This is an optimization exercise on Yosys and OpenROAD, whose aim is small area, a short achievable clock period and few clock cycles, not a production implementation. In this exercise RTL edits were held to simulation tests only and were not proved equivalent to the original.

Setup of R:
// adc_divider_voltage_averager_core
module adc_divider_voltage_averager_core (
    input  logic        i_clk,
    input  logic        i_rst_n,
    input  logic        i_in_valid,
    output logic        o_in_ready,
    input  logic [15:0] i_in_data,    
    output logic        o_out_valid,
    input  logic        i_out_ready,
    output logic [23:0] o_out_data,   
    input  logic        i_cfg_we,
    input  logic [1:0]  i_cfg_idx,
    input  logic [12:0] i_cfg_data
);
    localparam logic [1:0] OP_NONE = 2'd0;
    localparam logic [1:0] OP_A    = 2'd1;    
    localparam logic [1:0] OP_B    = 2'd2;    
    localparam logic [1:0] OP_J    = 2'd3;    
    logic        r_filter;
    logic [12:0] r_ref;
    logic [11:0] r_off;
    logic [9:0]  r_thr;
    always_ff @(posedge i_clk) begin
        if (!i_rst_n) begin
            r_filter <= 1'b0;
            r_ref    <= adv_pkg::REF_RESET;
            r_off    <= '0;
            r_thr    <= adv_pkg::THR_RESET;
        end else if (i_cfg_we) begin
  ...
Settings: LEC_CHECK=0, ABC_AREA=1, CAP_MARGIN=20, CORE_MARGIN=2, CORE_UTILIZATION=40, SLEW_MARGIN=20; clock period 12.0 ns.
run.sh (not shown) runs the stock make flow with config.mk's settings and CLKGATE_MAP_FILE= SYNTH_SCRIPT=/design/flow/synth_recipe.tcl, a recipe that flattens the netlist after the stock synthesis.
Testbench counts of R, summed over its fixed seeds: cycles 3,480.
[inputs] T vs R
--- a/flow/design.v
+++ b/flow/design.v
@@ -645,66 +645,67 @@
     end
     logic [28:0] w_kr;
     adv_kr u_kr (
         .i_clk (i_clk),
         .i_ref (r_ref),
         .o_kr  (w_kr)
     );
     logic        r_ready;
     logic        w_take;
     logic [3:0]  r_cnt;
-    logic [11:0] r_xx;
+    logic [11:0] r_xx, r_xl;
     logic        r_xv, r_xf;
     logic        w_xon, w_xfirst, w_xlast;
     logic [3:0]  r_wch, r_wch2;
     assign w_take   = i_in_valid & r_ready;
     assign w_xon    = r_xv & r_xf;
     assign w_xfirst = (r_cnt == 4'd1);
     assign w_xlast  = (r_cnt == 4'd0);
     always_ff @(posedge i_clk) begin
         r_xx <= i_in_data[15:4];
+        r_xl <= i_in_data[15:4] & {12{r_filter}};
         r_xf <= r_filter;
         if (!i_rst_n) begin
             r_xv  <= 1'b0;
             r_cnt <= '0;
         end else begin
             r_xv <= w_take;
             if (w_take) r_cnt <= r_cnt + 4'd1;
         end
         if (w_take && (r_cnt == 4'd0)) r_wch <= i_in_data[3:0];
         if (r_xv && w_xlast)  r_wch2 <= r_wch;
     end
     localparam logic [17:0] NEG_DIGITS = 18'b001_001_001_001_001_001;
     logic [1:0]         r_m1op, r_csop;
     logic signed [29:0] r_a;
     logic [17:0]        r_sel, r_sel2, w_sel_x, w_sel_j;
     logic               r_m1first, r_m1last, r_csfirst, r_cslast;
     logic [41:0]        w_sa, w_sb, r_csa, r_csb, w_p;
     logic               r_jpend;
-    logic [11:0]        r_jp;
+    logic [16:0]        r_jp;    
     logic               w_vdone;
     logic               w_csa_op, w_jwant, w_job_go;
     logic [11:0]        w_mu;
     logic [27:0]        w_t;
     assign w_csa_op = (r_csop == OP_A);
     assign w_jwant  = w_vdone || r_jpend;
     assign w_job_go = w_jwant && !w_csa_op && !w_xon;
     adv_s3t u_s3t (
-        .i_x (r_xx),
+        .i_x (r_xl),
         .o_t (w_t)
     );
     adv_benc u_enc_x (
         .i_u   ({~r_xx[11], r_xx[10:0]}),
         .o_sel (w_sel_x)
     );
     adv_benc u_enc_j (
-        .i_u   (r_jpend ? r_jp : w_mu),    
+        .i_u   (r_jpend ? r_jp[11:0] : w_mu),    
         .o_sel (w_sel_j)
     );
     adv_mul u_mul (
         .i_a   (r_a),
         .i_sel (r_sel),
         .i_pa  (r_m1op == OP_A),
         .i_pb  (r_m1op == OP_B),
         .i_k   (r_a[28:0]),    
         .o_sa  (w_sa),
         .o_sb  (w_sb)
@@ -767,64 +768,61 @@
             r_vval   <= 20'(r_xx);
             r_vfirst <= w_xfirst;
             r_vlast  <= w_xlast;
         end
         if (r_vv) begin
             r_acc <= w_acc;
         end
     end
     logic        r_ov;
     logic [16:0] r_omv;
-    logic [3:0]  r_och;
     logic        r_jzf;
-    logic [3:0]  r_jch;
     logic        r_jqv;
-    logic [16:0] r_jq;
     logic [16:0] w_mv;
     assign w_mu = w_acc[22] ? 12'h800 : {~w_acc[15], w_acc[14:4]};
     always_ff @(posedge i_clk) begin
         if (!i_rst_n) begin
             r_jpend <= 1'b0;
             r_jqv   <= 1'b0;
         end else begin
             r_jpend <= w_jwant && !w_job_go;
             r_jqv   <= (r_csop == OP_J);
         end
         if (w_vdone) begin
-            r_jp  <= w_mu;
+            r_jp  <= 17'(w_mu);
             r_jzf <= w_acc[22] && (r_ref != '0);
-            r_jch <= r_wch2;
         end
-        r_jq <= w_p[40:24];
+        if (r_csop == OP_J) begin
+            r_jp <= w_p[40:24];
+        end
     end
     adv_read u_read (
-        .i_mv   (r_jq),
+        .i_mv   (r_jp),
         .i_zero (r_jzf),
         .i_thr  (r_thr),
         .i_off  (r_off),
         .o_mv   (w_mv)
     );
     always_ff @(posedge i_clk) begin
         if (!i_rst_n) begin
             r_ov <= 1'b0;
         end else if (r_jqv) begin
             r_ov <= 1'b1;
         end else if (i_out_ready) begin
             r_ov <= 1'b0;
         end
         if (r_jqv) begin
             r_omv <= w_mv;
-            r_och <= r_jch;
         end
     end
     assign o_out_valid = r_ov;
-    assign o_out_data  = {3'b000, r_omv, r_och};
+    assign o_out_data  = {3'b000, r_omv, r_wch2};
     logic       r_pend;
     logic       w_pend_n;
     logic [3:0] w_cnt_n;
     logic       w_ton, r_ton1, r_ton2, r_ton3;
     logic       w_jwant_n, w_block;
     assign w_ton     = w_take & r_filter;
     assign w_cnt_n   = w_take ? r_cnt + 4'd1 : r_cnt;
     assign w_pend_n  = (w_take && (r_cnt == 4'd15)) || (r_pend && !(r_ov && i_out_ready));
     assign w_jwant_n = (w_jwant && !w_job_go)
                      || ((r_csop == OP_B) ? r_cslast : (r_xv && !r_xf && w_xlast));
Notes after the runs:
Summary: clock skew, T worse than R
Re final clock period utilization by the worst path: T and R aren't equal, and the higher value belongs to R.
In the flow results for T and R, the post-synthesis cell count is larger on T.
Compared to R, T has minimum setup slack in the final design 0.091 ns higher.
Register bit count reported by yosys went down by a few percent going from R to T.
Testbench counts of T, summed over its fixed seeds: cycles 3,480.

[afterwards: timing with drivers on the ports]
The flow's constraints put no driver on any port. The routed layouts listed below were extracted and timed again, unchanged, in two steps.
Step 1 sets driving cells, clkbuf_16 on the clock port and buf_2 on the other inputs (assumed; they add their load-dependent delay and slew).
Step 2 adds t to the input delays and takes it off the output delays; t is the mean of the earliest and latest rising clock arrival at the registers after step 1. Input paths then give back, and output paths get back, about the clock's delay inside the block.
Three values: ideal ports, drivers, drivers and shift; two values: the first two.
run	t, ns	slack for setup (ns)	hold WS [ns]	latest minus earliest clock arrival (ns)	worst slew at a driven data input, ns
R	0.637	7.771 / 7.771 / 7.709	0.327 / 0.327 / 0.327	0.029 / 0.029	0.04
T	0.639	7.862 / 7.862 / 7.716	0.326 / 0.326 / 0.326	0.035 / 0.035	0.05
After both steps setup and hold are still met in every run listed. The setup slack of T, which loses most, moves by 0.000 ns with the drivers and by -0.146 ns with both steps.
